Background: an optimization exercise with open tools, aiming at small area and a short achievable clock period. Do not read the settings as production practice.
Only simulation tests tie the RTL to the original design; equivalence was not proved.
Power and IR drop assume default switching activity.

==> flow/design.v (excerpt) <==
module fpu_ss_multi_scoreboard #(
    parameter int NB_CORES     = 2,
    parameter int NUM_REGS     = 32,
    parameter int CNT_W        = 2,
    parameter int MAX_INFLIGHT = 8,
    parameter int IN_ORDER_WB  = 1,
    localparam int CORE_W      = (NB_CORES > 1) ? $clog2(NB_CORES) : 1,
    localparam int REG_W       = $clog2(NUM_REGS),
    localparam int INF_W       = $clog2(MAX_INFLIGHT + 1)
) (
    input  logic                clk_i,
    input  logic                rst_ni,
    input  logic                disp_valid_i,
    output logic                disp_ready_o,
    input  logic [CORE_W-1:0]   disp_core_i,
    input  logic [3*REG_W-1:0]  disp_rs_i,
    input  logic [2:0]          disp_rs_use_i,
    input  logic [REG_W-1:0]    disp_rd_i,
    input  logic                disp_rd_fp_i,
    input  logic                fpu_wb_valid_i,
    input  logic [CORE_W-1:0]   fpu_wb_core_i,
    input  logic [REG_W-1:0]    fpu_wb_rd_i,
    input  logic                lsu_wb_valid_i,
    input  logic [CORE_W-1:0]   lsu_wb_core_i,
    input  logic [REG_W-1:0]    lsu_wb_rd_i,
    output logic [5:0]          fwd_sel_o,
    output logic [INF_W-1:0]    inflight_o,
    output logic                err_o
);
For scale: about 69 flip-flops, ~54 I/O pins, about 7200 um^2 of cells after synthesis.
export LEC_CHECK = 0
export CAP_MARGIN = 20
export CORE_MARGIN = 2
export CORE_UTILIZATION = 60
export CTS_BUF_LIST = sky130_fd_sc_hd__clkbuf_8
export PLACE_DENSITY = 0.75
export SETUP_SLACK_MARGIN = 3.9
export SLEW_MARGIN = 20
export TNS_END_PERCENT = 0
create_clock -name core_clock -period 10.0 [get_ports {clk_i}]
standard.sh (not shown) runs the stock make flow with config.mk's settings and CLKGATE_MAP_FILE= SYNTH_SCRIPT=/design/flow/synth_recipe.tcl, a recipe that flattens the netlist after the stock synthesis.
==> flow/flow/run.sh <==
#!/bin/bash
# The standard layout (standard.sh, ORFS synthesis to final), with the port
# buffers made as buf_4 cells instead of the resizer's default pick, a slow
# delay cell that the timing repair leaves in place on the port paths.
# The whole ORFS run's output goes to orfs_finish.log; ORFS also keeps each
# step's log under orfs/logs/.
set -euo pipefail
bash standard.sh "BUFFER_PORTS_ARGS=-buffer_cell sky130_fd_sc_hd__buf_4" finish > orfs_finish.log 2>&1
The first run finished clean.
Then changed:
- CORE_UTILIZATION: 60 -> 55
- PLACE_DENSITY: 0.75 -> 0.7
- TNS_END_PERCENT: 0 -> not set
The changed run completed with no timing, DRC or antenna violations; clock skew hardly moves; via count grows slightly; die area grows by a little under a tenth; worst setup slack got worse by 0.0036 ns; routed wire length grows slightly.
Then changed:
- CORE_UTILIZATION: 55 -> 60
- GPL_ROUTABILITY_DRIVEN: not set -> 0
- PLACE_DENSITY: 0.7 -> 0.75
Effect:
- The changed run finished with timing, DRC and antenna clean
- via count increases by 2.4%
- hold slack is worse by 0.0033 ns
- setup slack is worse by 0.0033 ns
- core utilization increases by 6.2 points
- total power decreases by 0.96%
- critical path depth does not change
- clock power decreases by 17%
- synthesized cell count stays the same
- first-iteration DRC count increases by 41%
- clock-buffer cell count decreases by 2

========
the baseline:
fpu_ss_multi_scoreboard, a different RTL version from the one above (not shown whole).
For scale: about 800 cells after synthesis, about 69 flip-flops, roughly 54 I/O pins, roughly 7400 µm² of cells after synthesis.
clock: 10.0 ns
lec_check: 0
cap_margin: 20
core_margin: 2
core_utilization: 60
cts_buf_list: sky130_fd_sc_hd__clkbuf_8
place_density: 0.75
setup_slack_margin: 3.9
slew_margin: 20
==> flow/flow/run.sh <==
#!/bin/bash
# The standard layout, with the port buffers made as buf_4 cells instead of the
# resizer's default pick, so the ports do not start out behind slow delay cells.
set -euo pipefail
bash standard.sh "BUFFER_PORTS_ARGS=-buffer_cell sky130_fd_sc_hd__buf_4" ${EXTRA_VARS:-} finish > orfs_finish.log 2>&1
The baseline has completed all stages; timing, DRC and antenna checks passed.
#### Input delta (the candidate over the baseline)
# the baseline
export LEC_CHECK = 0
export CAP_MARGIN = 20
export CORE_MARGIN = 2
export CORE_UTILIZATION = 60
export CTS_BUF_LIST = sky130_fd_sc_hd__clkbuf_8
export PLACE_DENSITY = 0.75
export SETUP_SLACK_MARGIN = 3.9
export SLEW_MARGIN = 20
create_clock -name core_clock -period 10.0 [get_ports {clk_i}]
# the candidate
export LEC_CHECK = 0
export CAP_MARGIN = 20
export CORE_MARGIN = 2
export CORE_UTILIZATION = 60
export CTS_BUF_LIST = sky130_fd_sc_hd__clkbuf_4 sky130_fd_sc_hd__clkbuf_8
export PLACE_DENSITY = 0.75
export SETUP_SLACK_MARGIN = 3.75
export SLEW_MARGIN = 20
create_clock -name core_clock -period 10.0 [get_ports {clk_i}]
==> summary.txt <==
Looking at highest-delay cell along the critical path, the sky130_fd_sc_hd__nor4_1 result is from the candidate; the sky130_fd_sc_hd__or4_1 one comes from the baseline.
[the candidate vs the baseline] minimum clock period: higher in the candidate
The faster design of the two is the baseline; the candidate tops out lower.
Min sequential share of layout area across the candidate and the baseline: the baseline

========
## zinc
fpu_ss_multi_scoreboard again, from the RTL that the note above started with.
Settings: LEC_CHECK=0, CAP_MARGIN=20, CORE_MARGIN=2, CORE_UTILIZATION=70, PLACE_DENSITY=0.85, SETUP_SLACK_MARGIN=4, SLEW_MARGIN=20; clock period 10.0 ns.
Scripts as last shown in full above: flow/flow/run.sh
zinc finished every stage and its layout cleared the timing, design-rule and antenna checks.
For indigo, these inputs were changed with respect to zinc:
# zinc
export LEC_CHECK = 0
export CAP_MARGIN = 20
export CORE_MARGIN = 2
export CORE_UTILIZATION = 70
export PLACE_DENSITY = 0.85
export SETUP_SLACK_MARGIN = 4
export SLEW_MARGIN = 20
create_clock -name core_clock -period 10.0 [get_ports {clk_i}]
# indigo
export LEC_CHECK = 0
export CAP_MARGIN = 20
export CORE_MARGIN = 2
export CORE_UTILIZATION = 60
export CTS_BUF_LIST = sky130_fd_sc_hd__clkbuf_8
export PLACE_DENSITY = 0.75
export SETUP_SLACK_MARGIN = 3.9
export SLEW_MARGIN = 20
create_clock -name core_clock -period 10.0 [get_ports {clk_i}]
==> flow/flow/run.sh <==
#!/bin/bash
# The standard layout (standard.sh, ORFS synthesis to final), with the port
# buffers made as buf_4 cells instead of the resizer's default pick, a slow
# delay cell that the timing repair leaves in place on the port paths.
# The whole ORFS run's output goes to orfs_finish.log; ORFS also keeps each
# step's log under orfs/logs/.
set -euo pipefail
bash standard.sh "BUFFER_PORTS_ARGS=-buffer_cell sky130_fd_sc_hd__buf_4" finish > orfs_finish.log 2>&1
Results
Summary of indigo over zinc: largest fanout of any net on the critical path rose by 8; pre-CTS setup slack fell by 0.024 ns. Of zinc and indigo, the run reporting the lower final HPWL from detailed placement was zinc. Of zinc and indigo, indigo shows the lower switching share of total power, with zinc above it. Higher height of the die goes to indigo over zinc. Non-clock inverter total of the final layout came out exactly the same in zinc and indigo. Compared to zinc, indigo has share of final-layout standard cells stronger than drive strength 1 3.7 points lower. [indigo vs zinc] tap cell count: higher in indigo. Slowest stage cell on the critical path = nor4_4: zinc; slowest stage cell on the critical path = or4_1: indigo. Looking at sequential share of power, indigo sits above zinc. Max setup slack of the critical path after layout across zinc and indigo: zinc.
Modified inputs, onyx compared to indigo
# indigo
export LEC_CHECK = 0
export CAP_MARGIN = 20
export CORE_MARGIN = 2
export CORE_UTILIZATION = 60
export CTS_BUF_LIST = sky130_fd_sc_hd__clkbuf_8
export PLACE_DENSITY = 0.75
export SETUP_SLACK_MARGIN = 3.9
export SLEW_MARGIN = 20
create_clock -name core_clock -period 10.0 [get_ports {clk_i}]
# onyx
export LEC_CHECK = 0
export CAP_MARGIN = 20
export CORE_MARGIN = 2
export CORE_UTILIZATION = 60
export CTS_BUF_LIST = sky130_fd_sc_hd__clkbuf_8
export CTS_CLUSTER_DIAMETER = 80
export CTS_CLUSTER_SIZE = 30
export PLACE_DENSITY = 0.75
export SETUP_SLACK_MARGIN = 3.75
export SLEW_MARGIN = 20
create_clock -name core_clock -period 10.0 [get_ports {clk_i}]
==> flow/flow/run.sh <==
#!/bin/bash
# The standard layout, with the port buffers made as buf_4 cells instead of the
# resizer's default pick, so the ports do not start out behind slow delay cells.
set -euo pipefail
bash standard.sh "BUFFER_PORTS_ARGS=-buffer_cell sky130_fd_sc_hd__buf_4" ${EXTRA_VARS:-} finish > orfs_finish.log 2>&1
- indigo finished every step from synthesis to the final layout, and the layout passed the timing, design-rule and antenna checks.
- onyx completed every stage of the flow, and the final layout passed the timing, design-rule and antenna checks.
- Area overhead of the layout relative to synthesis, onyx and indigo: smaller value in onyx
- Count of placed standard cells in the final layout, fillers left out came out exactly the same in onyx and indigo.
- Number of global-route vias before repair essentially unchanged between indigo and onyx.
- onyx against indigo; violation count after the first detailed-route iteration is up slightly.
- Comparing post-route minimum period for onyx and indigo, the bigger number came from onyx.
- On clock power share, indigo tracks onyx almost exactly.
Inputs modified between onyx and harbor:
# onyx
export LEC_CHECK = 0
export CAP_MARGIN = 20
export CORE_MARGIN = 2
export CORE_UTILIZATION = 60
export CTS_BUF_LIST = sky130_fd_sc_hd__clkbuf_8
export CTS_CLUSTER_DIAMETER = 80
export CTS_CLUSTER_SIZE = 30
export PLACE_DENSITY = 0.75
export SETUP_SLACK_MARGIN = 3.75
export SLEW_MARGIN = 20
create_clock -name core_clock -period 10.0 [get_ports {clk_i}]
# harbor
export LEC_CHECK = 0
export CAP_MARGIN = 20
export CORE_MARGIN = 2
export CORE_UTILIZATION = 60
export PLACE_DENSITY = 0.75
export SETUP_SLACK_MARGIN = 3.25
export SLEW_MARGIN = 20
create_clock -name core_clock -period 10.0 [get_ports {clk_i}]
==> summary.txt <==
Cmp harbor vs onyx: part of the cycle the worst path needs higher in harbor. Going from onyx to harbor, layout clock buffer count climbed 1; power spent charging and discharging nets climbed about 1.1%. onyx → harbor: register fraction of the total cell area dropped 0.15 points, global-route usage climbed 0.31 points, first-pass GRT wire length climbed 0.41%, depth of the critical timing path with buffers and inverters included dropped 1, power climbed 4.4%. Delta (harbor minus onyx): power in the clock group went up by about 33%; non-clock buffer count went down by 6.6%.
[inputs] amber vs harbor
# harbor
export LEC_CHECK = 0
export CAP_MARGIN = 20
export CORE_MARGIN = 2
export CORE_UTILIZATION = 60
export PLACE_DENSITY = 0.75
export SETUP_SLACK_MARGIN = 3.25
export SLEW_MARGIN = 20
create_clock -name core_clock -period 10.0 [get_ports {clk_i}]
# amber
export LEC_CHECK = 0
export CAP_MARGIN = 20
export CORE_MARGIN = 2
export CORE_UTILIZATION = 60
export PLACE_DENSITY = 0.75
export SETUP_SLACK_MARGIN = 4
export SLEW_MARGIN = 20
create_clock -name core_clock -period 10.0 [get_ports {clk_i}]
==> comparison <==
Re largest driver fanout on the critical path: amber and harbor aren't equal, and the lower value belongs to amber. Re combined buffer and inverter count along the critical path: amber is 1 up on harbor. Sequential fraction of total cell area | amber below harbor. amber against harbor: total power grew by about 2%, standard cell core area held steady, final period demand of the worst path shrank by 0.35 ns, area share of buffers outside the clock network grew by 1.7 points.
For quartz, these inputs were changed with respect to amber:
# amber
export LEC_CHECK = 0
export CAP_MARGIN = 20
export CORE_MARGIN = 2
export CORE_UTILIZATION = 60
export PLACE_DENSITY = 0.75
export SETUP_SLACK_MARGIN = 4
export SLEW_MARGIN = 20
create_clock -name core_clock -period 10.0 [get_ports {clk_i}]
# quartz
export LEC_CHECK = 0
export CAP_MARGIN = 20
export CORE_MARGIN = 2
export CORE_UTILIZATION = 50
export PLACE_DENSITY = 0.65
export SETUP_SLACK_MARGIN = 3.75
export SLEW_MARGIN = 20
create_clock -name core_clock -period 10.0 [get_ports {clk_i}]
Against amber, quartz comes in about 1.7% higher on wire length on met2. The worst hold slack of quartz is lower than that of amber. The run with more routed wire is quartz, not amber. From amber to quartz, xor/xnor cell area share of the yosys netlist did not move at all. quartz ends up with a overall fraction of global-route tracks in use that is 6.9 points lower than in amber. On share of power burned in the clock network, quartz tracks amber almost exactly. or4_4 as the master of the slowest instance on the critical path was reported by amber, and nor4_4 by quartz. quartz against amber: arrival time reported for the critical path endpoint increased by 0.19 ns relative to the old numbers, synthesized flop and latch total closely matched the old numbers.

[static timing again, ports no longer ideal]
No port has a modelled driver above. Below, the same layouts with a new extraction and two added sets of constraints.
Step 1, drivers: a clkbuf_16 drives clk_i and a buf_2 each remaining input, both assumed.
Step 2, shift: input delay + t, output delay - t, t = (earliest + latest rising clock arrival at the registers) / 2. This alone moves slack from input paths to output paths.
a / b / c = ideal ports / drivers / drivers and shift; a / b = the first two.
run	t, ns	slack for setup (ns)	latest minus earliest clock arrival (ns)
the first run of note 1	0.394	3.979 / 3.954 / 3.954	0.011 / 0.011
the second run of note 1	0.410	3.976 / 3.915 / 3.915	0.011 / 0.010
the third run of note 1	0.405	3.972 / 3.837 / 3.837	0.016 / 0.016
the baseline	0.411	3.979 / 3.942 / 3.942	0.015 / 0.015
the candidate	0.412	3.887 / 3.862 / 3.862	0.015 / 0.016
zinc	0.402	4.008 / 3.908 / 3.908	0.021 / 0.021
indigo	0.411	3.979 / 3.942 / 3.942	0.015 / 0.015
onyx	0.412	3.887 / 3.862 / 3.862	0.015 / 0.016
harbor	0.392	3.679 / 3.654 / 3.654	0.008 / 0.008
amber	0.397	4.029 / 3.908 / 3.908	0.008 / 0.009
quartz	0.399	3.845 / 3.819 / 3.819	0.015 / 0.015
After both steps every run listed still meets setup and hold. The setup slack of the third run of note 1, which loses most, moves by -0.135 ns with the drivers and by -0.135 ns with both steps.
